Source: an optimization exercise on an open RTL-to-GDS flow (aim: small area and a short achievable clock period). Production flows keep margins and buffers that such runs may drop.
Only simulation tests tie the RTL to the original design; equivalence was not proved.

## flow/standard.sh

```bash
#!/bin/bash
# synth_recipe.tcl (not shown) runs the flow's synth.tcl, then flattens the netlist and writes it again
# the make line also repeats each setting of config.mk as NAME=value (left out here)
make -C /OpenROAD-flow-scripts/flow DESIGN_CONFIG=/design/flow/config.mk WORK_HOME=/design/flow/orfs CLKGATE_MAP_FILE= SYNTH_SCRIPT=/design/flow/synth_recipe.tcl "${@:-finish}"
```

## flow/config.mk

```make
export PLATFORM = sky130hd
export DESIGN_NAME = slave_clock_hand_positioner
export DESIGN_NICKNAME = slave_clock_hand_positioner
export VERILOG_FILES = /design/flow/design.v
export SDC_FILE = /design/flow/constraint.sdc
export NUM_CORES = 4
export LEC_CHECK = 0
export ABC_AREA = 1
export CAP_MARGIN = 20
export CORE_MARGIN = 2
export CORE_UTILIZATION = 70
export PLACE_DENSITY = 0.88
export SLEW_MARGIN = 20
```

## flow/flow/run.sh

```bash
#!/bin/bash
# Standard layout, with port buffers of a faster cell and timing repair aiming for extra
# setup slack at the design's clock.
set -euo pipefail
export SETUP_SLACK_MARGIN=9.5
export BUFFER_PORTS_ARGS="-buffer_cell sky130_fd_sc_hd__buf_2"
bash standard.sh > standard.log 2>&1
```

## flow/design.v

```verilog
package schp_pkg;
	localparam logic [1:0] MODE_READY = 2'd0;
	localparam logic [1:0] MODE_WAIT  = 2'd1;
	localparam logic [1:0] MODE_MOVE  = 2'd2;
	localparam logic [1:0] MODE_STOP  = 2'd3;
	localparam logic [2:0] OP_MOVE  = 3'd0;
	localparam logic [2:0] OP_STEP  = 3'd1;
	localparam logic [2:0] OP_RTC   = 3'd2;
	localparam logic [2:0] OP_STOP  = 3'd3;
	localparam logic [2:0] OP_START = 3'd4;
endpackage
module schp_add #(
	parameter int W = 8
) (
	input  logic [W-1:0] a,
	input  logic [W-1:0] b,
	input  logic         cin,
	output logic [W-1:0] s,
	output logic         cout
);
	localparam int N = W + 1;
	logic [N-1:0] g, p;
	always_comb begin
		g[0] = cin;
		p[0] = 1'b0;
		for (int i = 0; i < W; i++) begin
			g[i+1] = a[i] & b[i];
			p[i+1] = a[i] ^ b[i];
		end
		for (int l = 0; (1 << l) < N; l++) begin
			for (int i = 0; i < N; i++) begin
				if ((i >> l) & 1) begin
					g[i] = g[i] | (p[i] & g[((i >> l) << l) - 1]);
					p[i] = p[i] & p[((i >> l) << l) - 1];
				end
			end
		end
		for (int i = 0; i < W; i++)
			s[i] = a[i] ^ b[i] ^ g[i];
		cout = g[W];
	end
endmodule
module schp_add_bk #(
	parameter int W = 8
) (
	input  logic [W-1:0] a,
	input  logic [W-1:0] b,
	input  logic         cin,
	output logic [W-1:0] s,
	output logic         cout
);
	localparam int N = W + 1;
	logic [N-1:0] g, p;
	always_comb begin
		g[0] = cin;
		p[0] = 1'b0;
		for (int i = 0; i < W; i++) begin
			g[i+1] = a[i] & b[i];
			p[i+1] = a[i] ^ b[i];
		end
		for (int l = 0; (1 << l) < N; l++) begin
			for (int i = (2 << l) - 1; i < N; i += (2 << l)) begin
				g[i] = g[i] | (p[i] & g[i - (1 << l)]);
				p[i] = p[i] & p[i - (1 << l)];
			end
		end
		for (int l = 5; l >= 0; l--) begin
			for (int i = 3 * (1 << l) - 1; i < N; i += (2 << l)) begin
				g[i] = g[i] | (p[i] & g[i - (1 << l)]);
				p[i] = p[i] & p[i - (1 << l)];
			end
		end
		for (int i = 0; i < W; i++)
			s[i] = a[i] ^ b[i] ^ g[i];
		cout = g[W];
	end
endmodule
module schp_cfg_regs (
	input  logic        clk,
	input  logic        arst_n,
	input  logic        wr_en,
	input  logic [1:0]  wr_index,
	input  logic [15:0] wr_data,
	output logic        motor_block,
	output logic [17:0] k1,
	output logic [19:0] k3
);
	localparam logic [15:0] K0 = 16'd60000;
	logic [15:0] pulse_ms, after_pulse_ms;
	logic [16:0] kx, ky;
	logic [17:0] k1_d;
	logic [19:0] k3_d;
	always_ff @(posedge clk or negedge arst_n) begin
		if (!arst_n) begin
			pulse_ms       <= 16'd4000;
			after_pulse_ms <= 16'd0;
			motor_block    <= 1'b0;
		end else if (wr_en) begin
			case (wr_index)
				2'd0: pulse_ms       <= wr_data;
				2'd1: after_pulse_ms <= wr_data;
				2'd2: motor_block    <= wr_data[0];
				default: ;
			endcase
		end
	end
	always_comb begin
		for (int i = 0; i < 16; i++) begin
			kx[i]   = pulse_ms[i] ^ after_pulse_ms[i] ^ K0[i];
			ky[i+1] = (pulse_ms[i] & after_pulse_ms[i]) | (pulse_ms[i] & K0[i]) |
			          (after_pulse_ms[i] & K0[i]);
		end
		kx[16] = 1'b0;
		ky[0]  = 1'b0;
	end
	schp_add_bk #(.W(17)) u_k1 (.a(kx), .b(ky), .cin(1'b0), .s(k1_d[16:0]), .cout(k1_d[17]));
	schp_add_bk #(.W(19)) u_k3 (.a({1'b0, k1_d}), .b({k1_d, 1'b0}), .cin(1'b0), .s(k3_d[18:0]),
	                         .cout(k3_d[19]));
	always_ff @(posedge clk) begin
		k1 <= k1_d;
		k3 <= k3_d;
	end
endmodule
module schp_move_plan (
	input  logic [3:0]  dial_hours,
	input  logic [5:0]  dial_minutes,
	input  logic [3:0]  target_hours,
	input  logic [5:0]  target_minutes,
	output logic [9:0]  fwd,
	output logic        at_target
);
	logic [5:0]    tm, mp, d0, dp, fm;
	logic [1:0]    dc;
	logic          borrow, carry;
	logic [3:0]    hc, fh0, fh_m1, fh_p1, fh;
	logic [4:0]    hd;
	logic [7:0]    fh15;
	assign tm = target_minutes;
	always_comb begin
		mp     = 6'd60 - dial_minutes;
		d0     = tm - dial_minutes;
		dp     = tm + mp;
		borrow = tm < dial_minutes;
		carry  = (tm[5:2] == 4'b1111) && (dial_minutes[5:2] == 4'b0000) &&
		         (dial_minutes[1:0] <= tm[1:0]);
		dc     = tm[1:0] - dial_minutes[1:0];
		fm     = borrow ? dp : carry ? {4'd0, dc} : d0;
	end
	always_comb begin
		hc    = (dial_hours == 4'd12) ? 4'd0 : dial_hours;
		hd    = {1'b0, target_hours} - {1'b0, hc};
		if (hd[4])
			fh0 = hd[3:0] + 4'd12;
		else if (hd >= 5'd12)
			fh0 = hd[3:0] - 4'd12;
		else
			fh0 = hd[3:0];
		fh_m1 = (fh0 == 4'd0) ? 4'd11 : fh0 - 4'd1;
		fh_p1 = (fh0 == 4'd11) ? 4'd0 : fh0 + 4'd1;
		fh    = borrow ? fh_m1 : carry ? fh_p1 : fh0;
	end
	always_comb begin
		fh15 = {fh, 4'd0} - {4'd0, fh};
		fwd  = {fh15 + {4'd0, fm[5:2]}, fm[1:0]};
	end
	assign at_target = (fh == 4'd0) && (fm == 6'd0);
endmodule
module schp_wait_plan (
	input  logic [9:0]  fwd,
	input  logic [17:0] k1,
	input  logic [19:0] k3,
	output logic        wait_rtc
);
	localparam int          SW   = 30;
	localparam logic [29:0] Bias = 30'd222506836;
	logic [19:0]   nq [5];
	logic [SW-1:0] row [5];
	logic [SW-1:0] s1a, c1a, s1b, c1b, s2, c2, s3, c3;
	logic [SW-1:0] g, t;
	function automatic logic [SW-1:0] fa_s(input logic [SW-1:0] a, b, c);
		fa_s = a ^ b ^ c;
	endfunction
	function automatic logic [SW-1:0] fa_c(input logic [SW-1:0] a, b, c);
		fa_c = {((a & b) | (a & c) | (b & c)), 1'b0};
	endfunction
	always_comb begin
		for (int i = 0; i < 5; i++) begin
			nq[i] = ~(({20{fwd[2*i +: 2] == 2'd1}} & 20'(k1)) |
			          ({20{fwd[2*i +: 2] == 2'd2}} & {1'b0, k1, 1'b0}) |
			          ({20{fwd[2*i +: 2] == 2'd3}} & k3));
			row[i] = SW'(nq[i]) << (2*i);
		end
		s1a = fa_s(row[0], row[1], row[2]);
		c1a = fa_c(row[0], row[1], row[2]);
		s1b = fa_s(row[3], row[4], Bias);
		c1b = fa_c(row[3], row[4], Bias);
		s2  = fa_s(s1a, c1a, s1b);
		c2  = fa_c(s1a, c1a, s1b);
		s3  = fa_s(s2, c2, c1b);
		c3  = fa_c(s2, c2, c1b);
		g[0] = 1'b0;
		t[0] = 1'b0;
		for (int i = 0; i < SW - 1; i++) begin
			g[i+1] = s3[i] & c3[i];
			t[i+1] = s3[i] | c3[i];
		end
		for (int l = 0; (1 << l) < SW; l++) begin
			for (int i = 0; i < SW; i++) begin
				if (((i >> l) & 1) && (((i >> l) << l) - 1 >= 0)) begin
					g[i] = g[i] | (t[i] & g[((i >> l) << l) - 1]);
					t[i] = t[i] & t[((i >> l) << l) - 1];
				end
			end
		end
		wait_rtc = !(s3[SW-1] ^ c3[SW-1] ^ g[SW-1]);
	end
endmodule
module schp_core (
	input  logic        clk,
	input  logic        arst_n,
	input  logic        accept,
	input  logic [2:0]  op,
	input  logic [3:0]  target_hours,
	input  logic [5:0]  target_minutes,
	input  logic [4:0]  rtc_hours,
	input  logic [5:0]  rtc_minutes,
	input  logic        motor_block,
	input  logic [17:0] k1,
	input  logic [19:0] k3,
	output logic [25:0] res
);
	logic [1:0] mode_q, mode_d, mode_eff;
	logic       plan_q, plan_d;
	logic [3:0] hours_q, hours_d;
	logic [5:0] minutes_q, minutes_d;
	logic       pol_q, pol_d;
	logic [9:0] rem_q, rem_d;
	logic       fire_q, fire_d;
	logic       done_q, done_d;
	logic [9:0] fwd;
	logic       at_target, wait_rtc;
	logic [4:0] rtc_h12;
	schp_move_plan u_plan (
		.dial_hours     (hours_q),
		.dial_minutes   (minutes_q),
		.target_hours   (target_hours),
		.target_minutes (target_minutes),
		.fwd            (fwd),
		.at_target      (at_target)
	);
	schp_wait_plan u_wait (
		.fwd      (rem_q),
		.k1       (k1),
		.k3       (k3),
		.wait_rtc (wait_rtc)
	);
	assign mode_eff = plan_q ? (wait_rtc ? schp_pkg::MODE_WAIT : schp_pkg::MODE_MOVE) : mode_q;
	always_comb begin
		if (rtc_hours == 5'd0)
			rtc_h12 = 5'd12;
		else if (rtc_hours > 5'd12)
			rtc_h12 = rtc_hours - 5'd12;
		else
			rtc_h12 = rtc_hours;
	end
	always_comb begin
		mode_d    = mode_eff;
		plan_d    = 1'b0;
		hours_d   = hours_q;
		minutes_d = minutes_q;
		pol_d     = pol_q;
		rem_d     = rem_q;
		fire_d    = 1'b0;
		done_d    = 1'b0;
		case (op)
			schp_pkg::OP_MOVE: begin
				if (mode_eff == schp_pkg::MODE_READY) begin
					rem_d = fwd;
					if (at_target)
						done_d = 1'b1;
					else
						plan_d = 1'b1;
				end
			end
			schp_pkg::OP_STEP: begin
				if (mode_eff == schp_pkg::MODE_MOVE) begin
					fire_d = !motor_block;
					pol_d  = pol_q ^ !motor_block;
					if (minutes_q == 6'd59) begin
						minutes_d = 6'd0;
						hours_d   = (hours_q >= 4'd12) ? 4'd1 : hours_q + 4'd1;
					end else begin
						minutes_d = minutes_q + 6'd1;
					end
					rem_d = rem_q - 10'd1;
					if (rem_q <= 10'd1) begin
						mode_d = schp_pkg::MODE_READY;
						done_d = 1'b1;
					end
				end
			end
			schp_pkg::OP_RTC: begin
				if (mode_eff == schp_pkg::MODE_WAIT &&
				    rtc_h12 == {1'b0, hours_q} && rtc_minutes == minutes_q) begin
					mode_d = schp_pkg::MODE_READY;
					done_d = 1'b1;
				end
			end
			schp_pkg::OP_STOP: begin
				mode_d = schp_pkg::MODE_STOP;
			end
			schp_pkg::OP_START: begin
				if (mode_eff == schp_pkg::MODE_STOP)
					mode_d = schp_pkg::MODE_READY;
			end
			default: ;
		endcase
	end
	always_ff @(posedge clk or negedge arst_n) begin
		if (!arst_n) begin
			mode_q <= schp_pkg::MODE_READY;
			plan_q <= 1'b0;
		end else if (accept) begin
			mode_q <= mode_d;
			plan_q <= plan_d;
		end else begin
			mode_q <= mode_eff;
			plan_q <= 1'b0;
		end
	end
	always_ff @(posedge clk or negedge arst_n) begin
		if (!arst_n) begin
			hours_q   <= 4'd12;
			minutes_q <= 6'd0;
			pol_q     <= 1'b0;
		end else if (accept) begin
			hours_q   <= hours_d;
			minutes_q <= minutes_d;
			pol_q     <= pol_d;
		end
	end
	always_ff @(posedge clk) begin
		if (accept)
			rem_q <= rem_d;
	end
	always_ff @(posedge clk) begin
		if (accept) begin
			fire_q <= fire_d;
			done_q <= done_d;
		end
	end
	assign res = {done_q, (mode_eff == schp_pkg::MODE_MOVE) ? rem_q : 10'd0, pol_q, minutes_q,
	              hours_q, fire_q & pol_q, fire_q & !pol_q, mode_eff};
endmodule
module slave_clock_hand_positioner (
	input  logic        clk,
	input  logic        arst_n,
	input  logic        s_axis_tvalid,
	output logic        s_axis_tready,
	input  logic [23:0] s_axis_tdata,
	input  logic [2:0]  s_axis_tuser,
	output logic        m_axis_tvalid,
	input  logic        m_axis_tready,
	output logic [31:0] m_axis_tdata,
	input  logic        cfg_valid,
	output logic        cfg_ready,
	input  logic [1:0]  cfg_index,
	input  logic [15:0] cfg_data
);
	logic        motor_block;
	logic [17:0] k1;
	logic [19:0] k3;
	logic [25:0] res;
	logic        out_valid_q;
	logic        in_accept;
	assign cfg_ready = 1'b1;
	schp_cfg_regs u_cfg (
		.clk            (clk),
		.arst_n         (arst_n),
		.wr_en          (cfg_valid),
		.wr_index       (cfg_index),
		.wr_data        (cfg_data),
		.motor_block    (motor_block),
		.k1             (k1),
		.k3             (k3)
	);
	assign s_axis_tready = !out_valid_q || m_axis_tready;
	assign in_accept     = s_axis_tvalid && s_axis_tready;
	schp_core u_core (
		.clk            (clk),
		.arst_n         (arst_n),
		.accept         (in_accept),
		.op             (s_axis_tuser),
		.target_hours   (s_axis_tdata[3:0]),
		.target_minutes (s_axis_tdata[9:4]),
		.rtc_hours      (s_axis_tdata[14:10]),
		.rtc_minutes    (s_axis_tdata[20:15]),
		.motor_block    (motor_block),
		.k1             (k1),
		.k3             (k3),
		.res            (res)
	);
	always_ff @(posedge clk or negedge arst_n) begin
		if (!arst_n)
			out_valid_q <= 1'b0;
		else if (s_axis_tready)
			out_valid_q <= s_axis_tvalid;
	end
	assign m_axis_tvalid = out_valid_q;
	assign m_axis_tdata  = {6'd0, res};
endmodule
```

## flow/constraint.sdc

```tcl
create_clock -name core_clock -period 18.0 [get_ports {clk}]
set_input_delay 3.6000 -clock core_clock [delete_from_list [all_inputs] [get_ports {clk}]]
set_output_delay 3.6000 -clock core_clock [all_outputs]
set_load 0.01 [all_outputs]
```

==> impl_metrics.tcl, run 1 <==
set metrics [dict create \
    status "finished clean" \
    worst-setup-path-type "flop to output pin" \
    synth_edf_count 12 \
    yosysMostFrequentCell "inv_1" \
    setup_slack_ns 9.65 \
    fmax_mhz 120 \
    port_buffers 74 \
    ant_nets 0 \
    ys_async_sr_fraction_pct 49.5 \
    critical_path_required_ns 14.40 \
    yosysWarnings 9 \
    initialDrtViolationCount 1008 \
    grt_use_met1_pct 45.8 \
    grt_pass1_vias 9164 \
    avgSynthCellArea_um2 7.60 \
    cp-start-kind "flop" \
    grt_overflow 0 \
    cp_max_fo 14 \
    worst_pin_slew_ns 0.937 \
    finalWeightedCongestion 1.02 \
    synthFlopType "dfrtp_1" \
    nets 1671 \
    wl_per_cell_um 16.7 \
    die_w_um 125 \
    die_h_um 125 \
    hold_ws_ns 0.489 \
    setup_violations 0 \
    period_share_pct 46.4 \
    start_util_pct 71.3 \
    setup_tns_ns 0 \
    synth_area_mm2 0.0103 \
    grt-busiest-layer "met2" \
    clk_path_buf_depth 2 \
    drt_pre_antenna_iters 6 \
    dp_cells 1583 \
    core_region_area_mm2 0.0144 \
    num-fill-cells 1049 \
    dr_total_vias 9554 \
    ys_ff_latch 97 \
    drc_errors 0 \
    grt_pass1_wl_um 43700 \
    die_area_mm2 0.0157 \
    postCtsHoldBufs 0 \
    antenna-diode-count 0 \
    layout-drive-gt1-share_pct 12.3 \
    cts_tree "done" \
    cts_sinks 97 \
    skew_ns 0.00818 \
    hold_violations 0 \
    met2_usage_pct 55.8 \
    h-tree-depth 3 \
    core.rowCount 44 \
    use_met3_pct 7.62 \
    wirelength_um 27000 \
    grt_usage_pct 34.4 \
    dp_hpwl_um 20400 \
    via_per_inst 5.89 \
    grt_setup_unrepaired "false" \
    stdcell_count 1623 \
    timing.final.crit_period_ns 8.35 \
    path_clk_slew_ns 0.07 \
    io_pins 85 \
    rr_worst_depth 20 \
    slew_viol_final 0 \
    syn-instance-count 1353 \
    ys_seq_area_share_pct 22.5 \
    cp.arrival_ns 4.75 \
    min_path_type "flop to flop" \
    ys_types 54 \
    cts_buffers 9 \
    synth_top_cell_area_share_pct 14.0 \
    synth_commonest_cells "278 x inv_1, 276 x nand2_1, 115 x ha_1, 82 x o21ai_0, 77 x nor2_1" \
    ys_top_cells_by_area "fa_1 14%, ha_1 14%, inv_1 10%" \
    max_slew_margin_pct 37.4 \
    grt_max_degree 49 \
    place_ws_ns 9.22 \
    hold_depth 2 \
    yosys.area.top_type "fa_1" \
    area_delta_synth_final_pct 10.7 \
    max_cap_violations 0 \
    root_buffer "clkbuf_16" \
    antenna_found_initial 0 \
    end_kind "output pin" \
    insertion_delay_ns 0.36 \
]
cells in the final DEF (no fill, tap or decap), drive strengths merged, types with 37 or more instances in the layout:
cell and count:
inv 284, nand2 280, ha 115, buf 101
o21ai 88, nor2 79, fa 72, a21oi 58
nand3 52, o221ai 45, dfrtp 40, dfxtp 37
state kept, by name, indices dropped and copies added (netlist names), 2 cells and up:
| name | count |
|---|---|
| u_core.mode_q | 2 |
| u_cfg.after_pulse_ms | 16 |
| u_core.hours_q | 4 |
| u_cfg.k3 | 20 |
| u_core.rem_q | 10 |
| u_cfg.k1 | 17 |
| u_cfg.pulse_ms | 16 |
| u_core.minutes_q | 6 |
critical path, stage by stage (launching register included):
cell and delay [ns]:
edfxtp_1 0.44, inv_1 0.16, ha_1 0.22, clkinvlp_4 0.11, buf_12 0.15, o211ai_1 0.29, fa_1 0.48, fa_1 0.54
inv_1 0.05, fa_1 0.58, o22ai_1 0.10, nor2_1 0.13, nand3_1 0.09, nand3_1 0.11, nand3_1 0.18, nand2_2 0.18
nand2_4 0.11, o21ai_2 0.17, nand2_1 0.09, inv_1 0.07, buf_2 0.13
layout make-up:
class / count / area [um^2] / area share (%)
sequential: 97 / 2310 / 20.3
inverter: 284 / 1080 / 9.49
timing repair buffer: 101 / 588 / 5.16
clock buffer: 9 / 225 / 1.98
tap: 184 / 230 / 2.02
clock inverter: 7 / 75.1 / 0.659
multi-input combinational: 941 / 6870 / 60.4
logic make-up after synthesis:
| group | share of synthesized area, % |
|---|---|
| simple gates | 18.0 |
| buf+inv | 12.1 |
| compound gates | 16.1 |
| fa+ha+maj | 28.0 |
| flops | 22.5 |
| xor+xnor | 3.14 |
| other cells | 0.0730 |
| mux | 0.0973 |
through the flow:
stage / cell area (um^2) / utilization [%]
after floorplan: 10300 / -
after global placement: 10800 / 74.6
after detailed placement: 10800 / 74.6
after CTS: 11200 / 77.4
after global routing: 11400 / 78.9
final: 11400 / 78.9
routing by layer:
| metal | wire [um] | share of wire [%] |
|---|---|---|
| met4 | 792 | 2.9 |
| met2 | 12500 | 46 |
| met5 | 0 | 0 |
| met3 | 2690 | 10 |
| met1 | 11000 | 41 |
final timing paths:
check	slack, ns	end	from
setup / recovery	9.65	m_axis_tdata[24]	u_core.rem_q[0]$_DFFE_PP_
hold / removal	0.49	u_cfg.after_pulse_ms[15]$_DFFE_PN0P_	u_cfg.after_pulse_ms[15]$_DFFE_PN0P_
setup reg to reg	12.70	u_core.rem_q[3]$_DFFE_PP_	u_core.rem_q[0]$_DFFE_PP_
hold reg to reg	0.49	u_cfg.after_pulse_ms[15]$_DFFE_PN0P_	u_cfg.after_pulse_ms[15]$_DFFE_PN0P_
max in group asynchronous	14.33	u_core.minutes_q[2]$_DFFE_PN0P_	arst_n
min in group asynchronous	3.25	u_cfg.after_pulse_ms[14]$_DFFE_PN0P_	arst_n
repair_timing:
action	in CTS	in global routing
pin swaps	1	3
setup buffers	5	18
gates resized for setup	18	19
cloned	0	1
endpoints found under the setup margin	12	12
==> inputs of run 2 (changes only) <==
==> flow/flow/run.sh (replaced) <==
#!/bin/bash
# Standard layout, with port buffers of a faster cell and timing repair aiming for extra
# setup slack at the design's clock.
set -euo pipefail
export SETUP_SLACK_MARGIN=9.8
export BUFFER_PORTS_ARGS="-buffer_cell sky130_fd_sc_hd__buf_2"
bash standard.sh > standard.log 2>&1
--- a/flow/config.mk
+++ b/flow/config.mk
@@ -8,6 +8,6 @@
 export ABC_AREA = 1
 export CAP_MARGIN = 20
 export CORE_MARGIN = 2
-export CORE_UTILIZATION = 70
-export PLACE_DENSITY = 0.88
+export CORE_UTILIZATION = 55
+export PLACE_DENSITY = 0.75
 export SLEW_MARGIN = 20
==> impl_metrics.tcl, run 2 <==
set metrics [dict create \
    largest_reg_flops 20 \
    final_cell_mix "273 x inv_1, 271 x nand2_1, 112 x ha_1" \
    wl_per_cell_um 15.5 \
    antenna_found_initial 0 \
    cp-start-kind "flop" \
    hold_ws_ns 0.491 \
    grt_pass1_vias 8918 \
    insertion_delay_ns 0.35 \
    max_slew_margin_pct 30.0 \
    fin_util_pct 63.1 \
    area_delta_synth_final_pct 13.6 \
    cp_max_fo 8 \
    nets 1690 \
    wirelength_um 26300 \
    yosys.area.top_type "fa_1" \
    period_share_pct 45.5 \
    syn-instance-count 1353 \
    final_common_cell "inv_1" \
    worstPathCellList "inv_1 -> nor2_4 -> clkinvlp_4 -> buf_4 -> o221ai_1 -> fa_1 -> fa_1 -> inv_1 -> fa_1 -> o22ai_2 -> nor2_2 -> nand3_2 -> nand3_2 -> nand3_2 -> nand2_4 -> nand2_8 -> o21ai_4 -> nand2_1 -> inv_1 -> buf_2" \
    io_pins 85 \
    grt_usage_pct 26.5 \
    status "finished clean" \
    setup_slack_ns 9.81 \
    die_h_um 141 \
    start_util_pct 55.5 \
    critPathBufInv 6 \
    setup_violations 0 \
    cts_buffers 9 \
    top_regs "u_cfg.k3 (20), u_cfg.k1 (17)" \
    ys_top_cells_by_area "fa_1 14%, ha_1 14%, inv_1 10%" \
    place_ws_ns 9.16 \
    synth_commonest_cells "278 x inv_1, 276 x nand2_1, 115 x ha_1, 82 x o21ai_0, 77 x nor2_1" \
    slowest_delay_ns 0.57 \
    dp_hpwl_um 19700 \
    cts_sinks 97 \
    grt_pass1_wl_um 42800 \
    crit_slowest_cell "fa_1" \
    synth_top_cell_area_share_pct 14.0 \
    dr_total_vias 9357 \
    grt_max_degree 49 \
    via_per_inst 5.53 \
    h-tree-depth 3 \
    stdcell_area_mm2 0.0117 \
    slew_viol_final 0 \
    min_path_type "flop to flop" \
    yosysMostFrequentCell "inv_1" \
    layout-drive-gt1-share_pct 13.6 \
    ys_seq_area_share_pct 22.5 \
    core_region_area_mm2 0.0185 \
    worst-setup-path-type "flop to output pin" \
    clk_path_buf_depth 2 \
    finalWeightedCongestion 0.975 \
    reg2reg_to "u_core.rem_q[9]$_DFFE_PP_" \
    root_buffer "clkbuf_16" \
    max_cap_violations 0 \
    timing.final.crit_period_ns 8.19 \
    die_area_mm2 0.0198 \
    cts_tree "done" \
    critical_path.startpoint "u_core.rem_q[5]$_DFFE_PP_" \
    port_buffers 74 \
    ys_ff_latch 97 \
    rr_worst_depth 21 \
    regMostFlops "u_cfg.k3" \
    antenna-diode-count 0 \
    critical_path_required_ns 14.40 \
    cp.arrival_ns 4.59 \
    synth_area_mm2 0.0103 \
    place_area_mm2 0.0108 \
    reg2reg_setup_slack_ns 12.73 \
    worst_pin_slew_ns 1.05 \
    core.rowCount 50 \
    hold_violations 0 \
    synthFlopType "dfrtp_1" \
    die_w_um 141 \
    fmax_mhz 122 \
    ant_nets 0 \
    ys_async_sr_fraction_pct 49.5 \
    postCtsHoldBufs 0 \
    crit_cells 20 \
    skew_ns 0.0179 \
    avgSynthCellArea_um2 7.60 \
    setup_tns_ns 0 \
    endpoint "m_axis_tdata[17]" \
    drt_pre_antenna_iters 6 \
    end_kind "output pin" \
    grt_overflow 0 \
    reg2reg_from "u_core.rem_q[5]$_DFFE_PP_" \
    drc_errors 0 \
    grt_setup_unrepaired "true" \
    initialDrtViolationCount 678 \
    yosysWarnings 9 \
    cp_top_family "adder cells" \
    path_clk_slew_ns 0.07 \
    ys_types 54 \
    synth_edf_count 12 \
]
## run 2: cell count changes in the layout (fill, tap and decap cells not counted), sizes merged
cell,previous run,this run
buf,101,120
clkinv,3,2
inv,284,285
## run 2: final cells by class
| type | count | area, um^2 |
|---|---|---|
| Tap cell | 234 | 293 |
| Multi-Input combinational cell | 941 | 6940 |
| Inverter | 284 | 1080 |
| Clock buffer | 9 | 225 |
| Sequential cell | 97 | 2310 |
| Clock inverter | 7 | 90.1 |
| Timing Repair Buffer | 120 | 739 |
| Fill cell | 1615 | 6840 |
## run 2: through the flow
stage                     cells
after floorplan            1358
after global placement     1634
after detailed placement   1634
after CTS                  1672
after global routing       1692
final                      1692
## run 2: worst min-delay path by stage
stage	from	end	slack, ns	cells after the start
2_1_floorplan	u_cfg.after_pulse_ms[11]$_DFFE_PN0P_	u_cfg.after_pulse_ms[11]$_DFFE_PN0P_	0.45	2
3_3_place_gp	u_cfg.pulse_ms[15]$_DFFE_PN0P_	u_cfg.pulse_ms[15]$_DFFE_PN0P_	0.47	2
3_5_place_dp	u_cfg.after_pulse_ms[5]$_DFFE_PN0P_	u_cfg.after_pulse_ms[5]$_DFFE_PN0P_	0.47	2
4_1_cts	u_cfg.after_pulse_ms[5]$_DFFE_PN0P_	u_cfg.after_pulse_ms[5]$_DFFE_PN0P_	0.49	2
5_1_grt	u_cfg.after_pulse_ms[3]$_DFFE_PN0P_	u_cfg.after_pulse_ms[3]$_DFFE_PN0P_	0.51	2
6_report	u_cfg.after_pulse_ms[5]$_DFFE_PN0P_	u_cfg.after_pulse_ms[5]$_DFFE_PN0P_	0.49	2
## run 2: repair_timing
| action | 4_1_cts | 5_1_grt |
|---|---|---|
| buffers inserted | 21 | 20 |
| cloned | 1 | 0 |
| pin swaps | 8 | 31 |
| hold endpoints to repair | 0 | 0 |
| resized for setup | 37 | 21 |
| endpoints found under the setup margin | 12 | 12 |
## run 2: logic make-up (layout without fill, tap and decap cells)
logic type,count (synthesis),count (layout),synth area share (%)
AO/OA/AOI/OAI,263,264,16.1
XOR/XNOR,36,36,3.14
adder cells (fa/ha/maj),187,187,28.0
buffers and inverters,321,420,12.1
flip-flops,97,97,22.5
multiplexers,1,1,0.0973
other,2,7,0.0730
AND/OR/NAND/NOR,446,446,18.0
## run 2: per-layer routing
metal	global-route usage (%)	share of wire [%]
met5	0	0
met4	8.89	3.2
met3	5.10	7.7
met2	42.9	44
met1	36.0	45
## run 2: worst min-delay path, delay by kind of cell, from the launching register on
kind | cells | cell delay, ns
flops | 1 | 0.35
simple gates | 1 | 0.05
compound gates | 1 | 0.06
==> inputs of run 3 (changes only) <==
==> flow/flow/run.sh (replaced) <==
#!/bin/bash
# Standard layout, with port buffers of a faster cell and timing repair aiming for extra
# setup slack at the design's clock.
set -euo pipefail
export BUFFER_PORTS_ARGS="-buffer_cell sky130_fd_sc_hd__buf_2"
bash standard.sh > standard.log 2>&1
==> impl_metrics.tcl, run 3 <==
set metrics [dict create \
    ant_nets 0 \
    hold_depth 2 \
    setup_slack_ns 8.67 \
    layout-drive-gt1-share_pct 9.18 \
    grt_pass1_vias 8773 \
    grt_max_degree 49 \
    insertion_delay_ns 0.35 \
    yosysWarnings 9 \
    reg2reg_to "u_core.rem_q[9]$_DFFE_PP_" \
    synth_simple_gate_area_share_pct 18.0 \
    via_per_inst 5.48 \
    worst-setup-path-type "flop to output pin" \
    max_cap_violations 0 \
    fmax_mhz 107 \
    synth_top_family_by_area "adder cells" \
    io_pins 85 \
    setup_tns_ns 0 \
    synth.area.mux_share_pct 0.0973 \
    hold_violations 0 \
    ys_types 54 \
    grt_usage_pct 25.9 \
    port_buffers 74 \
    root_buffer "clkbuf_16" \
    final_cell_mix "278 x inv_1, 276 x nand2_1, 115 x ha_1" \
    slew_viol_final 0 \
    syn-instance-count 1353 \
    synth_xor_area_share_pct 3.14 \
    rr_worst_depth 21 \
    dp_cells 1634 \
    cts_tree "done" \
    place_area_mm2 0.0108 \
    synth_commonest_cells "278 x inv_1, 276 x nand2_1, 115 x ha_1, 82 x o21ai_0, 77 x nor2_1" \
    critical_path_required_ns 14.40 \
    setup_violations 0 \
    hold_start "u_cfg.after_pulse_ms[5]$_DFFE_PN0P_" \
    grt_pass1_wl_um 41900 \
    max_slew_margin_pct 30.7 \
    place_ws_ns 9.16 \
    cp_max_fo 14 \
    antenna-diode-count 0 \
    skew_ns 0.0177 \
    nets 1648 \
    whs_endpoint "u_cfg.after_pulse_ms[5]$_DFFE_PN0P_" \
    final_common_cell "inv_1" \
    ys_seq_area_share_pct 22.5 \
    reg2reg_setup_slack_ns 11.71 \
    stdcell_area_mm2 0.0111 \
    ys_async_sr_fraction_pct 49.5 \
    synth_fa_ha_area_share_pct 28.0 \
    area_delta_synth_final_pct 8.33 \
    wl_per_cell_um 15.1 \
    antenna_found_initial 0 \
    yosysMostFrequentCell "inv_1" \
    ys_ff_latch 97 \
    dr_total_vias 9044 \
    period_share_pct 51.8 \
    finalWeightedCongestion 0.975 \
    die_w_um 141 \
    ys_top_cells_by_area "fa_1 14%, ha_1 14%, inv_1 10%" \
    stdcell_count 1650 \
    end_kind "output pin" \
    critical_path.startpoint "u_core.rem_q[6]$_DFFE_PP_" \
    die_area_mm2 0.0198 \
    min_path_type "flop to flop" \
    synth_edf_count 12 \
    reg2reg_from "u_core.rem_q[6]$_DFFE_PP_" \
    path_clk_slew_ns 0.07 \
    yosys.area.top_type "fa_1" \
    regMostFlops "u_cfg.k3" \
    grt_overflow 0 \
    crit_slowest_cell "nor2_1" \
    clk_path_buf_depth 2 \
    timing.final.crit_period_ns 9.33 \
    drt_pre_antenna_iters 5 \
    top_regs "u_cfg.k3 (20), u_cfg.k1 (17)" \
    ctsResizeCount 0 \
    dp_hpwl_um 19700 \
    critPathBufInv 6 \
    synth_area_mm2 0.0103 \
    core.rowCount 50 \
    status "finished clean" \
    synthFlopType "dfrtp_1" \
    num-fill-cells 1678 \
    cp-start-kind "flop" \
    cp.arrival_ns 5.73 \
    slowest_delay_ns 0.72 \
    wirelength_um 24900 \
    cp_top_family "simple AND/OR/NAND/NOR gates" \
    drc_errors 0 \
    largest_reg_flops 20 \
    crit_top_cell "nand2_1" \
    postCtsHoldBufs 0 \
    grt_setup_unrepaired "false" \
    start_util_pct 55.5 \
    die_h_um 141 \
    core_region_area_mm2 0.0185 \
    worst_pin_slew_ns 1.04 \
    worstPathCellList "inv_1 -> nor2_1 -> clkinv_1 -> o22ai_1 -> a21oi_1 -> ha_1 -> inv_1 -> fa_1 -> fa_1 -> nand2_1 -> inv_1 -> or2_1 -> a21oi_1 -> nand2_1 -> nand2_1 -> a21oi_1 -> nand2_1 -> nand2_2 -> o21ai_2 -> nand2_1 -> inv_1 -> buf_2" \
    h-tree-depth 3 \
    cts_sinks 97 \
    synth_top_cell_area_share_pct 14.0 \
    post-cts-setup-buffer-count 0 \
    initialDrtViolationCount 663 \
    synth_compound_area_share_pct 16.1 \
    avgSynthCellArea_um2 7.60 \
    cts_buffers 9 \
]
## run 3: cell type report
type | count | area (um^2) | share of cell area [%]
clock buffers | 9 | 225 | 2.02
multi-input cells | 940 | 6750 | 60.6
well taps | 234 | 293 | 2.63
inverters | 284 | 1070 | 9.57
clock inverters | 7 | 90.1 | 0.809
repair buffers | 79 | 408 | 3.66
flip-flops and latches | 97 | 2310 | 20.8
## run 3: per-layer routing
layer	global-route usage [%]	part of all wire, %	vias to the layer above
met4	8.21	2.5	0
met2	42.2	45	316
li1	-	-	4508
met5	0	0	-
met1	35.1	46	4178
met3	4.96	6.8	42
## run 3: logic make-up after synthesis
family,count (synthesis)
flip-flops,97
adder cells (fa/ha/maj),187
other,2
buffers and inverters,321
XOR/XNOR,36
AO/OA/AOI/OAI,263
multiplexers,1
AND/OR/NAND/NOR,446
## run 3: metrics by stage
step	hold slack, ns	utilization, %
2_1_floorplan	0.453	-
3_3_place_gp	0.466	58.5
3_5_place_dp	0.473	58.5
4_1_cts	0.491	60.2
5_1_grt	0.512	60.2
6_report	0.491	60.2
## run 3: worst max-delay path by stage
stage,endpoint,cells after the start
finish,m_axis_tdata[17],22
global route,m_axis_tdata[17],21
detailed placement,m_axis_tdata[17],21
floorplan,m_axis_tdata[21],23
CTS,m_axis_tdata[17],21
global placement,m_axis_tdata[22],22
## run 3: worst min-delay path, cell delays in order (launching register included)
cell	delay (ns)
dfrtp_1	0.35
nand2_1	0.05
o21ai_0	0.06
==> inputs of run 4 (changes only) <==
==> flow/flow/run.sh (replaced) <==
#!/bin/bash
# Standard layout, with port buffers of a faster cell and timing repair aiming for extra
# setup slack at the design's clock.
set -euo pipefail
export SETUP_SLACK_MARGIN=9.5
export BUFFER_PORTS_ARGS="-buffer_cell sky130_fd_sc_hd__buf_2"
bash standard.sh > standard.log 2>&1
==> impl_metrics.tcl, run 4 <==
set metrics [dict create \
    ys_ff_latch 97 \
    wirelength_um 25400 \
    die_area_mm2 0.0198 \
    antenna_found_initial 0 \
    synth_edf_count 12 \
    avgSynthCellArea_um2 7.60 \
    grt_pass1_wl_um 42000 \
    h-tree-depth 3 \
    cts_sinks 97 \
    place_ws_ns 9.16 \
    grt_pass1_vias 8799 \
    ys_async_sr_fraction_pct 49.5 \
    ys_seq_area_share_pct 22.5 \
    via_per_inst 5.46 \
    max_slew_margin_pct 30.8 \
    yosysWarnings 9 \
    critPathBufInv 6 \
    synthFlopType "dfrtp_1" \
    ant_nets 0 \
    cp_max_fo 14 \
    reg2reg_to "u_core.rem_q[9]$_DFFE_PP_" \
    crit_cells 20 \
    hold_violations 0 \
    die_h_um 141 \
    ys_top_cells_by_area "fa_1 14%, ha_1 14%, inv_1 10%" \
    port_buffers 74 \
    area_delta_synth_final_pct 10.8 \
    cp-start-kind "flop" \
    synth_top_cell_area_share_pct 14.0 \
    syn-instance-count 1353 \
    path_clk_slew_ns 0.07 \
    wl_per_cell_um 15.2 \
    yosysMostFrequentCell "inv_1" \
    cp.arrival_ns 4.68 \
    fmax_mhz 121 \
    skew_ns 0.0179 \
    crit_top_cell "fa_1" \
    postCtsHoldBufs 0 \
    final_common_cell "inv_1" \
    finalWeightedCongestion 0.975 \
    setup_slack_ns 9.72 \
    multi_input_area_mm2 0.00687 \
    slowest_delay_ns 0.59 \
    layout-drive-gt1-share_pct 11.7 \
    cp_top_family "adder cells" \
    status "finished clean" \
    antenna-diode-count 0 \
    drt_pre_antenna_iters 7 \
    insertion_delay_ns 0.35 \
    worst_pin_slew_ns 1.04 \
    die_w_um 141 \
    crit_slowest_cell "fa_1" \
    largest_reg_flops 20 \
    grt_usage_pct 25.9 \
    start_util_pct 55.5 \
    worst-setup-path-type "flop to output pin" \
    root_buffer "clkbuf_16" \
    io_pins 85 \
    seqCellArea_mm2 0.00231 \
    cts_tree "done" \
    period_share_pct 46.0 \
    clk_path_buf_depth 2 \
    min_path_type "flop to flop" \
    dp_hpwl_um 19700 \
    yosys.area.top_type "fa_1" \
    top_regs "u_cfg.k3 (20), u_cfg.k1 (17)" \
    critical_path.startpoint "u_core.rem_q[0]$_DFFE_PP_" \
    cts_buffers 9 \
    synth_area_mm2 0.0103 \
    rr_worst_depth 20 \
    max_cap_violations 0 \
    initialDrtViolationCount 669 \
    ys_types 54 \
    num-fill-cells 1650 \
    grt_max_degree 49 \
    nets 1663 \
    critical_path_required_ns 14.40 \
    slew_viol_final 0 \
    core_region_area_mm2 0.0185 \
    dr_total_vias 9085 \
    end_kind "output pin" \
    setup_tns_ns 0 \
    reg2reg_from "u_core.rem_q[0]$_DFFE_PP_" \
    setup_violations 0 \
    synth_commonest_cells "278 x inv_1, 276 x nand2_1, 115 x ha_1, 82 x o21ai_0, 77 x nor2_1" \
    final_cell_mix "273 x inv_1, 271 x nand2_1, 113 x ha_1" \
    timing.final.crit_period_ns 8.28 \
    core.rowCount 50 \
    grt_setup_unrepaired "false" \
    reg2reg_setup_slack_ns 12.71 \
    grt_overflow 0 \
    regMostFlops "u_cfg.k3" \
    worstPathCellList "inv_2 -> ha_1 -> clkinvlp_4 -> buf_12 -> o211ai_1 -> fa_1 -> fa_1 -> inv_1 -> fa_1 -> o22ai_2 -> nor2_1 -> nand3_1 -> nand3_2 -> nand3_1 -> nand2_4 -> nand2_4 -> o21ai_2 -> nand2_1 -> inv_1 -> buf_2" \
    endpoint "m_axis_tdata[18]" \
    drc_errors 0 \
]
==> run 4: final cells by class <==
cell class / instances / area share (%)
Tap cell: 234 / 2.57
Clock buffer: 9 / 1.98
Timing Repair Buffer: 93 / 4.64
Clock inverter: 7 / 0.791
Inverter: 284 / 9.48
Sequential cell: 97 / 20.3
Multi-Input combinational cell: 941 / 60.3
==> run 4: logic make-up after synthesis <==
| logic type | synth area share, % |
|---|---|
| xor+xnor | 3.14 |
| compound gates | 16.1 |
| mux | 0.0973 |
| flops | 22.5 |
| simple gates | 18.0 |
| buf+inv | 12.1 |
| fa+ha+maj | 28.0 |
| other cells | 0.0730 |
==> run 4: layer usage <==
metal / part of all wire [%] / routed length [um] / track usage [%]
met1: 46 / 11700 / 35.1
met2: 45 / 11400 / 42.1
met3: 6.6 / 1670 / 5.03
met4: 2.2 / 553 / 8.47
met5: 0 / 0 / 0
==> run 4: tightest hold or removal path: stages (launching register included) <==
cell	delay, ns
dfrtp_1	0.35
nand2_1	0.05
o21ai_0	0.06
==> run 4: how the worst min path moves through the flow <==
stage | start | endpoint | slack [ns] | cells after the start
final | u_cfg.after_pulse_ms[5]$_DFFE_PN0P_ | u_cfg.after_pulse_ms[5]$_DFFE_PN0P_ | 0.49 | 2
after global routing | u_cfg.after_pulse_ms[3]$_DFFE_PN0P_ | u_cfg.after_pulse_ms[3]$_DFFE_PN0P_ | 0.51 | 2
after CTS | u_cfg.after_pulse_ms[5]$_DFFE_PN0P_ | u_cfg.after_pulse_ms[5]$_DFFE_PN0P_ | 0.49 | 2
after detailed placement | u_cfg.after_pulse_ms[5]$_DFFE_PN0P_ | u_cfg.after_pulse_ms[5]$_DFFE_PN0P_ | 0.47 | 2
after global placement | u_cfg.pulse_ms[15]$_DFFE_PN0P_ | u_cfg.pulse_ms[15]$_DFFE_PN0P_ | 0.47 | 2
after floorplan | u_cfg.after_pulse_ms[11]$_DFFE_PN0P_ | u_cfg.after_pulse_ms[11]$_DFFE_PN0P_ | 0.45 | 2
==> run 4: metrics by stage <==
| stage | instance area [um^2] | util [%] | hold WS, ns | cells |
|---|---|---|---|---|
| after global placement | 10800 | 58.5 | 0.466 | 1634 |
| after detailed placement | 10800 | 58.5 | 0.473 | 1634 |
| final | 11400 | 61.5 | 0.491 | 1665 |
| after global routing | 11400 | 61.5 | 0.512 | 1665 |
| after floorplan | 10300 | - | 0.453 | 1358 |
| after CTS | 11200 | 60.7 | 0.491 | 1655 |
==> run 4: repair_timing <==
| item | in CTS | in global routing |
|---|---|---|
| endpoints found under the setup margin | 12 | 12 |
| cloned | 0 | 1 |
| pin swaps | 1 | 8 |
| gates resized for setup | 19 | 17 |
| buffers inserted | 5 | 9 |
==> inputs of run 5 (changes only) <==
--- a/flow/config.mk
+++ b/flow/config.mk
@@ -9,5 +9,8 @@
 export CAP_MARGIN = 20
 export CORE_MARGIN = 2
 export CORE_UTILIZATION = 55
+export CTS_BUF_LIST = sky130_fd_sc_hd__clkbuf_8
+export CTS_CLUSTER_DIAMETER = 80
+export CTS_CLUSTER_SIZE = 40
 export PLACE_DENSITY = 0.75
 export SLEW_MARGIN = 20
==> impl_metrics.tcl, run 5 <==
set metrics [dict create \
    status "finished clean" \
    hold_violations 0 \
    synth_edf_count 12 \
    synth_area_mm2 0.0103 \
    setup_violations 0 \
    initialDrtViolationCount 667 \
    ys_top_cells_by_area "fa_1 14%, ha_1 14%, inv_1 10%" \
    grt_pass1_vias 8718 \
    cts_tree "done" \
    reg2reg_from "u_core.rem_q[0]$_DFFE_PP_" \
    yosysMostFrequentCell "inv_1" \
    wirelength_um 25100 \
    start_util_pct 55.5 \
    drt_pre_antenna_iters 5 \
    die_w_um 141 \
    synthFlopType "dfrtp_1" \
    io_pins 85 \
    via_per_inst 5.43 \
    end_kind "output pin" \
    ys_async_sr_fraction_pct 49.5 \
    min_path_type "flop to flop" \
    final_cell_mix "273 x inv_1, 271 x nand2_1, 112 x ha_1" \
    ys_types 54 \
    die_area_mm2 0.0198 \
    max_slew_margin_pct 31.4 \
    nets 1666 \
    place_area_mm2 0.0108 \
    insertion_delay_ns 0.37 \
    worst_pin_slew_ns 1.03 \
    fin_util_pct 61.2 \
    stdcell_area_mm2 0.0113 \
    top_regs "u_cfg.k3 (20), u_cfg.k1 (17)" \
    drc_errors 0 \
    yosysWarnings 9 \
    fmax_mhz 120 \
    syn-instance-count 1353 \
    cp-start-kind "flop" \
    largest_reg_flops 20 \
    stdcell_count 1668 \
    ys_seq_area_share_pct 22.5 \
    ant_nets 0 \
    grt_pass1_wl_um 41600 \
    regMostFlops "u_cfg.k3" \
    path_clk_slew_ns 0.10 \
    port_buffers 74 \
    num-fill-cells 1664 \
    h-tree-depth 3 \
    dr_total_vias 9063 \
    critical_path.startpoint "u_core.rem_q[0]$_DFFE_PP_" \
    cp.arrival_ns 4.71 \
    ys_ff_latch 97 \
    cp_max_fo 14 \
    antenna_found_initial 0 \
    grt_overflow 0 \
    slew_viol_final 0 \
    yosys.area.top_type "fa_1" \
    clk_path_buf_depth 2 \
    critical_path_required_ns 14.40 \
    antenna-diode-count 0 \
    wl_per_cell_um 15.1 \
    grt_max_degree 49 \
    synth_top_cell_area_share_pct 14.0 \
    synth_commonest_cells "278 x inv_1, 276 x nand2_1, 115 x ha_1, 82 x o21ai_0, 77 x nor2_1" \
    dp_cells 1634 \
    core_region_area_mm2 0.0185 \
    layout-drive-gt1-share_pct 12.0 \
    worst-setup-path-type "flop to output pin" \
    die_h_um 141 \
    skew_ns 0.0181 \
    period_share_pct 46.2 \
    finalWeightedCongestion 0.975 \
    area_delta_synth_final_pct 10.1 \
    setup_tns_ns 0 \
    avgSynthCellArea_um2 7.60 \
    timing.final.crit_period_ns 8.31 \
    hold_start "u_cfg.after_pulse_ms[5]$_DFFE_PN0P_" \
    grt_setup_unrepaired "false" \
    grt_usage_pct 25.6 \
    max_cap_violations 0 \
    dp_hpwl_um 19700 \
    final_common_cell "inv_1" \
    core.rowCount 50 \
    cts_sinks 97 \
    cts_buffers 9 \
    root_buffer "clkbuf_8" \
]
==> run 5: cell counts after synthesis <==
No cell type changed its count.
==> run 5: layout make-up <==
class	count	area [um^2]	share of cell area, %
clock buffers	9	124	1.09
clock inverters	7	90.1	0.795
inverters	284	1080	9.53
multi-input cells	941	6880	60.7
flip-flops and latches	97	2310	20.4
well taps	234	293	2.58
repair buffers	96	552	4.87
==> run 5: final timing paths <==
kind | to | slack (ns) | cells after the start
max in group asynchronous | out_valid_q$_DFFE_PN0N_ | 14.29 | 2
min | u_cfg.after_pulse_ms[5]$_DFFE_PN0P_ | 0.49 | 2
max | m_axis_tdata[18] | 9.69 | 20
min reg2reg | u_cfg.after_pulse_ms[5]$_DFFE_PN0P_ | 0.49 | 2
min in group asynchronous | u_cfg.pulse_ms[14]$_DFFE_PN0P_ | 3.29 | 2
max reg2reg | u_core.rem_q[9]$_DFFE_PP_ | 12.63 | 21
==> run 5: cells by family after synthesis <==
family,synth area share (%)
DFF,22.5
muxes,0.0973
and+or+nand+nor,18.0
buffers and inverters,12.1
other,0.0730
AOI/OAI and AO/OA,16.1
xor gates and xnor gates,3.14
adders and majority gates,28.0
==> run 5: metrics by stage <==
| step | setup WS [ns] | hold WS [ns] |
|---|---|---|
| detailed placement | 9.16 | 0.473 |
| CTS | 9.54 | 0.497 |
| floorplan | 10.43 | 0.453 |
| global placement | 9.18 | 0.466 |
| finish | 9.69 | 0.495 |
| global route | 9.46 | 0.520 |
==> run 5: critical path, cell delays in order, from the launching register on <==
cell        delay (ns)
edfxtp_1          0.48
inv_2             0.12
ha_2              0.19
clkinvlp_4        0.10
buf_12            0.16
o211ai_1          0.33
fa_1              0.51
fa_1              0.55
inv_1             0.05
fa_1              0.59
o22ai_2           0.10
nor2_1            0.13
nand3_1           0.11
nand3_2           0.10
nand3_1           0.12
nand2_4           0.14
nand2_4           0.11
o21ai_2           0.18
nand2_1           0.09
inv_1             0.06
buf_2             0.12
==> run 5: routing by layer <==
metal / track usage, % / wire (um) / vias to the layer above
met5: 0 / 0 / -
met2: 41.4 / 11100 / 298
met3: 5.10 / 1750 / 51
met1: 35.0 / 11600 / 4172
li1: - / - / 4542
met4: 7.89 / 611 / 0
==> run 5: what timing repair did <==
| item | in CTS | in global routing |
|---|---|---|
| gates cloned | 0 | 1 |
| gates resized for setup | 19 | 20 |
| hold buffers | 0 | 0 |
| setup buffers | 6 | 11 |
| endpoints found under the setup margin | 12 | 12 |
| pin swaps | 1 | 8 |
==> inputs of run 6 (changes only) <==
==> flow/flow/run.sh (replaced) <==
#!/bin/bash
# Standard layout, with port buffers of a faster cell and timing repair aiming for extra
# setup slack at the design's clock.
set -euo pipefail
export SETUP_SLACK_MARGIN=9.5
export BUFFER_PORTS_ARGS="-buffer_cell sky130_fd_sc_hd__buf_1"
bash standard.sh > standard.log 2>&1
==> impl_metrics.tcl, run 6 <==
set metrics [dict create \
    die_h_um 141 \
    postCtsHoldBufs 0 \
    cts_buffers 9 \
    ant_nets 0 \
    ys_types 54 \
    ys_async_sr_fraction_pct 49.5 \
    synth_commonest_cells "278 x inv_1, 276 x nand2_1, 115 x ha_1, 82 x o21ai_0, 77 x nor2_1" \
    core_region_area_mm2 0.0185 \
    skew_ns 0.0199 \
    worst-setup-path-type "flop to output pin" \
    largest_reg_flops 20 \
    wl_met1_um 11700 \
    root_buffer "clkbuf_8" \
    io_pins 85 \
    worst_pin_slew_ns 1.05 \
    antenna-diode-count 0 \
    timing.final.crit_period_ns 8.37 \
    stdcell_count 1673 \
    hold_depth 2 \
    wirelength_um 25800 \
    via_per_inst 5.51 \
    start_util_pct 55.5 \
    die_w_um 141 \
    synth_area_mm2 0.0103 \
    ys_seq_area_share_pct 22.5 \
    cp_max_fo 15 \
    drt_pre_antenna_iters 5 \
    fmax_mhz 120 \
    top_layer "met4" \
    period_share_pct 46.5 \
    finalWeightedCongestion 0.957 \
    yosysWarnings 9 \
    grt_usage_pct 25.7 \
    num-fill-cells 1747 \
    slew_viol_final 0 \
    grt_max_degree 49 \
    path_clk_slew_ns 0.11 \
    area_delta_synth_final_pct 9.45 \
    synth_top_cell_area_share_pct 14.0 \
    dr_wl_met2_um 11700 \
    insertion_delay_ns 0.37 \
    place_area_mm2 0.0107 \
    h-tree-depth 3 \
    regMostFlops "u_cfg.k3" \
    hold_start "u_cfg.pulse_ms[13]$_DFFE_PN0P_" \
    reg2reg_setup_slack_ns 12.57 \
    port_buffers 74 \
    grt_overflow 0 \
    hold_ws_ns 0.498 \
    cp-start-kind "flop" \
    clk_path_buf_depth 2 \
    whs_endpoint "u_cfg.pulse_ms[13]$_DFFE_PN0P_" \
    syn-instance-count 1353 \
    reg2reg_from "u_core.rem_q[4]$_DFFE_PP_" \
    cts_sinks 97 \
    grt_pass1_vias 8758 \
    die_area_mm2 0.0198 \
    min_path_type "flop to flop" \
    status "finished clean" \
    initialDrtViolationCount 778 \
    dp_cells 1633 \
    setup_violations 0 \
    grt_pass1_wl_um 41800 \
    top_regs "u_cfg.k3 (20), u_cfg.k1 (17)" \
    stdcell_area_mm2 0.0113 \
    grt_setup_unrepaired "false" \
    synthFlopType "dfrtp_1" \
    wl_per_cell_um 15.4 \
    hold_violations 0 \
    reg2reg_to "u_core.rem_q[7]$_DFFE_PP_" \
    synth_edf_count 12 \
    final_cell_mix "273 x inv_1, 271 x nand2_1, 112 x ha_1" \
    setup_tns_ns 0 \
    nets 1671 \
    core.rowCount 50 \
    avgSynthCellArea_um2 7.60 \
    cp.arrival_ns 4.77 \
    yosysMostFrequentCell "inv_1" \
    layout-drive-gt1-share_pct 7.09 \
    dr_total_vias 9213 \
    yosys.area.top_type "fa_1" \
    end_kind "output pin" \
    final_common_cell "inv_1" \
    dp_hpwl_um 19800 \
    drc_errors 0 \
    antenna_found_initial 0 \
    met3_length_um 1810 \
    ys_top_cells_by_area "fa_1 14%, ha_1 14%, inv_1 10%" \
    ys_ff_latch 97 \
    max_slew_margin_pct 30.0 \
    max_cap_violations 0 \
    critical_path_required_ns 14.40 \
    rr_worst_depth 21 \
    cts_tree "done" \
]
## run 6: cell counts after synthesis
Identical to the previous run, type by type.
## run 6: cell type report
type                    count  area [um^2]  area share (%)
clock inverters             7         83.8           0.745
clock buffers               9          124            1.10
well taps                 234          293            2.60
multi-input cells         941         6870            61.1
repair inverters            1         5.00          0.0445
flip-flops and latches     97         2310            20.5
repair buffers            100          490            4.36
inverters                 284         1080            9.56
## run 6: stage by stage
step	util, %	setup WS (ns)
3_3_place_gp	57.9	9.14
6_report	60.8	9.63
4_1_cts	59.6	9.52
2_1_floorplan	-	10.43
3_5_place_dp	57.9	9.09
5_1_grt	60.8	9.47
## run 6: timing repair
action	in CTS	in global routing
setup buffers	5	17
pin swaps	1	8
gates cloned	1	1
setup endpoints to repair	12	12
resized for setup	19	17
## run 6: worst max-delay path by stage
stage	slack, ns	start	cells past startpoint	to
after floorplan	10.43	u_core.rem_q[1]$_DFFE_PP_	23	m_axis_tdata[21]
after global placement	9.14	u_core.rem_q[6]$_DFFE_PP_	22	m_axis_tdata[22]
after detailed placement	9.09	u_core.rem_q[2]$_DFFE_PP_	21	m_axis_tdata[24]
after CTS	9.52	u_core.rem_q[2]$_DFFE_PP_	21	m_axis_tdata[24]
after global routing	9.47	u_core.rem_q[4]$_DFFE_PP_	18	m_axis_tdata[20]
final	9.63	u_core.rem_q[4]$_DFFE_PP_	18	m_axis_tdata[22]
## run 6: critical path, cell delays in order, from the launching register on
cell      delay, ns
edfxtp_1       0.55
inv_1          0.13
nor2_1         0.13
buf_6          0.21
inv_1          0.14
o221ai_1       0.28
fa_1           0.51
fa_1           0.52
fa_1           0.51
inv_1          0.08
o21ai_0        0.11
nor4_1         0.31
nand3_1        0.17
nand2_4        0.14
nand2_4        0.11
o21ai_2        0.18
nand2_1        0.09
inv_1          0.07
buf_1          0.14
## run 6: kinds of logic (layout without fill, tap and decap cells)
kind of cell	after synthesis	count (layout)	share of synthesized area, %
simple gates	446	446	18.0
fa+ha+maj	187	187	28.0
compound gates	263	264	16.1
buf+inv	321	401	12.1
other cells	2	7	0.0730
mux	1	1	0.0973
xor+xnor	36	36	3.14
flops	97	97	22.5
## run 6: metal layers
layer	up-vias	global-route usage [%]
li1	4547	-
met1	4277	35.7
met2	349	42.4
met3	40	3.97
met4	0	6.58
met5	-	0
==> inputs of run 7 (changes only) <==
--- a/flow/config.mk
+++ b/flow/config.mk
@@ -9,8 +9,5 @@
 export CAP_MARGIN = 20
 export CORE_MARGIN = 2
 export CORE_UTILIZATION = 55
-export CTS_BUF_LIST = sky130_fd_sc_hd__clkbuf_8
-export CTS_CLUSTER_DIAMETER = 80
-export CTS_CLUSTER_SIZE = 40
 export PLACE_DENSITY = 0.75
 export SLEW_MARGIN = 20
==> impl_metrics.tcl, run 7 <==
set metrics [dict create \
    area_delta_synth_final_pct 9.18 \
    wl_per_cell_um 15.4 \
    cp_max_fo 16 \
    clk_path_buf_depth 2 \
    ys_seq_area_share_pct 22.5 \
    via_per_inst 5.53 \
    ys_ff_latch 97 \
    top_regs "u_cfg.k3 (20), u_cfg.k1 (17)" \
    stdcell_count 1659 \
    hold_ws_ns 0.491 \
    slowest_delay_ns 0.55 \
    period_share_pct 46.1 \
    slew_viol_final 0 \
    setup_tns_ns 0 \
    place_area_mm2 0.0107 \
    port_buffers 74 \
    max_slew_margin_pct 29.2 \
    worstPathCellList "inv_1 -> nor2_2 -> inv_2 -> o221ai_1 -> fa_1 -> fa_1 -> inv_1 -> fa_1 -> o22ai_1 -> nor2_1 -> nand3_1 -> nand3_1 -> nand3_1 -> nand2_4 -> nand2_4 -> o21ai_2 -> nand2_1 -> inv_1 -> buf_1" \
    core_region_area_mm2 0.0185 \
    end_kind "output pin" \
    io_pins 85 \
    layout-drive-gt1-share_pct 6.18 \
    drc_errors 0 \
    grt_pass1_vias 8737 \
    antenna-diode-count 0 \
    regMostFlops "u_cfg.k3" \
    die_w_um 141 \
    worst-setup-path-type "flop to output pin" \
    critPathBufInv 5 \
    cp.arrival_ns 4.70 \
    stdcell_area_mm2 0.0112 \
    yosysWarnings 9 \
    initialDrtViolationCount 779 \
    status "finished clean" \
    finalWeightedCongestion 0.957 \
    min_path_type "flop to flop" \
    core.rowCount 50 \
    root_buffer "clkbuf_16" \
    final_common_cell "inv_1" \
    die_area_mm2 0.0198 \
    dp_hpwl_um 19800 \
    skew_ns 0.0154 \
    ys_top_cells_by_area "fa_1 14%, ha_1 14%, inv_1 10%" \
    yosys.area.top_type "fa_1" \
    syn-instance-count 1353 \
    ys_async_sr_fraction_pct 49.5 \
    crit_slowest_cell "fa_1" \
    setup_violations 0 \
    fmax_mhz 120 \
    die_h_um 141 \
    synth_area_mm2 0.0103 \
    h-tree-depth 3 \
    largest_reg_flops 20 \
    drt_pre_antenna_iters 5 \
    postCtsHoldBufs 0 \
    cts_buffers 9 \
    grt_setup_unrepaired "false" \
    cts_sinks 97 \
    avgSynthCellArea_um2 7.60 \
    max_cap_violations 0 \
    setup_slack_ns 9.70 \
    insertion_delay_ns 0.35 \
    grt_overflow 0 \
    yosysMostFrequentCell "inv_1" \
    nets 1657 \
    synth_top_cell_area_share_pct 14.0 \
    ant_nets 0 \
    synth_commonest_cells "278 x inv_1, 276 x nand2_1, 115 x ha_1, 82 x o21ai_0, 77 x nor2_1" \
    worst_pin_slew_ns 1.06 \
    place_ws_ns 9.09 \
    wirelength_um 25600 \
    antenna_found_initial 0 \
    grt_pass1_wl_um 41700 \
    dp_cells 1633 \
    grt_usage_pct 25.7 \
    ys_types 54 \
    synth_edf_count 12 \
    cp_top_family "adder cells" \
    critical_path_required_ns 14.40 \
    grt_max_degree 49 \
    path_clk_slew_ns 0.08 \
    start_util_pct 55.5 \
    cts_tree "done" \
    synthFlopType "dfrtp_1" \
    timing.final.crit_period_ns 8.30 \
    final_cell_mix "273 x inv_1, 271 x nand2_1, 112 x ha_1" \
    hold_violations 0 \
    dr_total_vias 9172 \
    num-fill-cells 1742 \
    cp-start-kind "flop" \
]
run 7: per-stage QoR:
stage          utilization, %
3_3_place_gp             57.9
3_5_place_dp             57.9
6_report                 60.6
5_1_grt                  60.6
4_1_cts                  60.1
2_1_floorplan               -
run 7: area by class of cell:
cell class	instances	area [um^2]	area share, %
Multi-Input combinational cell	941	6850	61.0
Sequential cell	97	2310	20.6
Inverter	284	1080	9.58
Timing Repair Buffer	86	382	3.40
Tap cell	234	293	2.61
Clock buffer	9	225	2.01
Clock inverter	7	83.8	0.747
Timing Repair inverter	1	5.00	0.0446
run 7: what timing repair did:
item | 4_1_cts | 5_1_grt
endpoints found under the setup margin | 12 | 12
cloned | 1 | 1
pin swaps | 1 | 10
gates resized for setup | 18 | 14
buffers inserted | 4 | 4
run 7: cells by family after synthesis:
| group | after synthesis | synth area share [%] |
|---|---|---|
| DFF | 97 | 22.5 |
| muxes | 1 | 0.0973 |
| xor gates and xnor gates | 36 | 3.14 |
| and+or+nand+nor | 446 | 18.0 |
| other | 2 | 0.0730 |
| buffers and inverters | 321 | 12.1 |
| adders and majority gates | 187 | 28.0 |
| AOI/OAI and AO/OA | 263 | 16.1 |
run 7: metal layers:
metal | vias to the layer above | share of wire (%) | track usage (%)
met4 | 0 | 1.9 | 7.05
met3 | 36 | 6.8 | 3.60
li1 | 4528 | - | -
met2 | 339 | 46 | 42.6
met5 | - | 0 | 0
met1 | 4269 | 46 | 35.6
run 7: path summary, 6_finish.rpt:
kind                                                      from                                    to  slack, ns  depth (start not counted)
min in group asynchronous                               arst_n  u_cfg.after_pulse_ms[14]$_DFFE_PN0P_       3.33                          2
worst max register to register       u_core.rem_q[5]$_DFFE_PP_             u_core.rem_q[7]$_DFFE_PP_      12.71                         19
worst max-delay path                 u_core.rem_q[5]$_DFFE_PP_                      m_axis_tdata[22]       9.70                         19
worst min-delay path            u_cfg.pulse_ms[13]$_DFFE_PN0P_        u_cfg.pulse_ms[13]$_DFFE_PN0P_       0.49                          2
worst min register to register  u_cfg.pulse_ms[13]$_DFFE_PN0P_        u_cfg.pulse_ms[13]$_DFFE_PN0P_       0.49                          2
max in group asynchronous                               arst_n       u_core.minutes_q[4]$_DFFE_PN0P_      14.25                          2
run 7: tightest hold or removal path, cell delays in order (launching register included):
cell and delay (ns):
dfrtp_1 0.34, nand2_1 0.05, o21ai_0 0.06

-- static timing again, ports no longer ideal --
No port has a modelled driver above. Below, the same layouts with a new extraction and two added sets of constraints. Step 1: set_driving_cell puts a clkbuf_16 on clk and a buf_2 on each other input, an assumption about the parent block. Step 2 moves the port delays by t, midway between the first and last clock arrival at a register: inputs arrive t later, outputs are due t later. That takes back most of the time a late clock gives input paths. Slacks: ideal ports / drivers / drivers and shift; pairs: ideal ports / drivers.
run | t (ns) | setup WS [ns] | worst register clock-pin slew, ns | worst data-port slew with drivers (ns)
run 1 | 0.397 | 9.654 / 9.611 / 10.007 | 0.07 / 0.07 | 0.04
run 2 | 0.381 | 9.812 / 9.774 / 10.155 | 0.08 / 0.08 | 0.03
run 3 | 0.378 | 8.674 / 8.636 / 9.014 | 0.08 / 0.08 | 0.03
run 4 | 0.378 | 9.724 / 9.685 / 10.063 | 0.08 / 0.08 | 0.03
run 5 | 0.398 | 9.688 / 9.653 / 10.051 | 0.11 / 0.11 | 0.03
run 6 | 0.397 | 9.634 / 9.597 / 9.994 | 0.11 / 0.11 | 0.03
run 7 | 0.382 | 9.700 / 9.658 / 10.040 | 0.08 / 0.08 | 0.03
After both steps setup and hold are still met in every run listed.
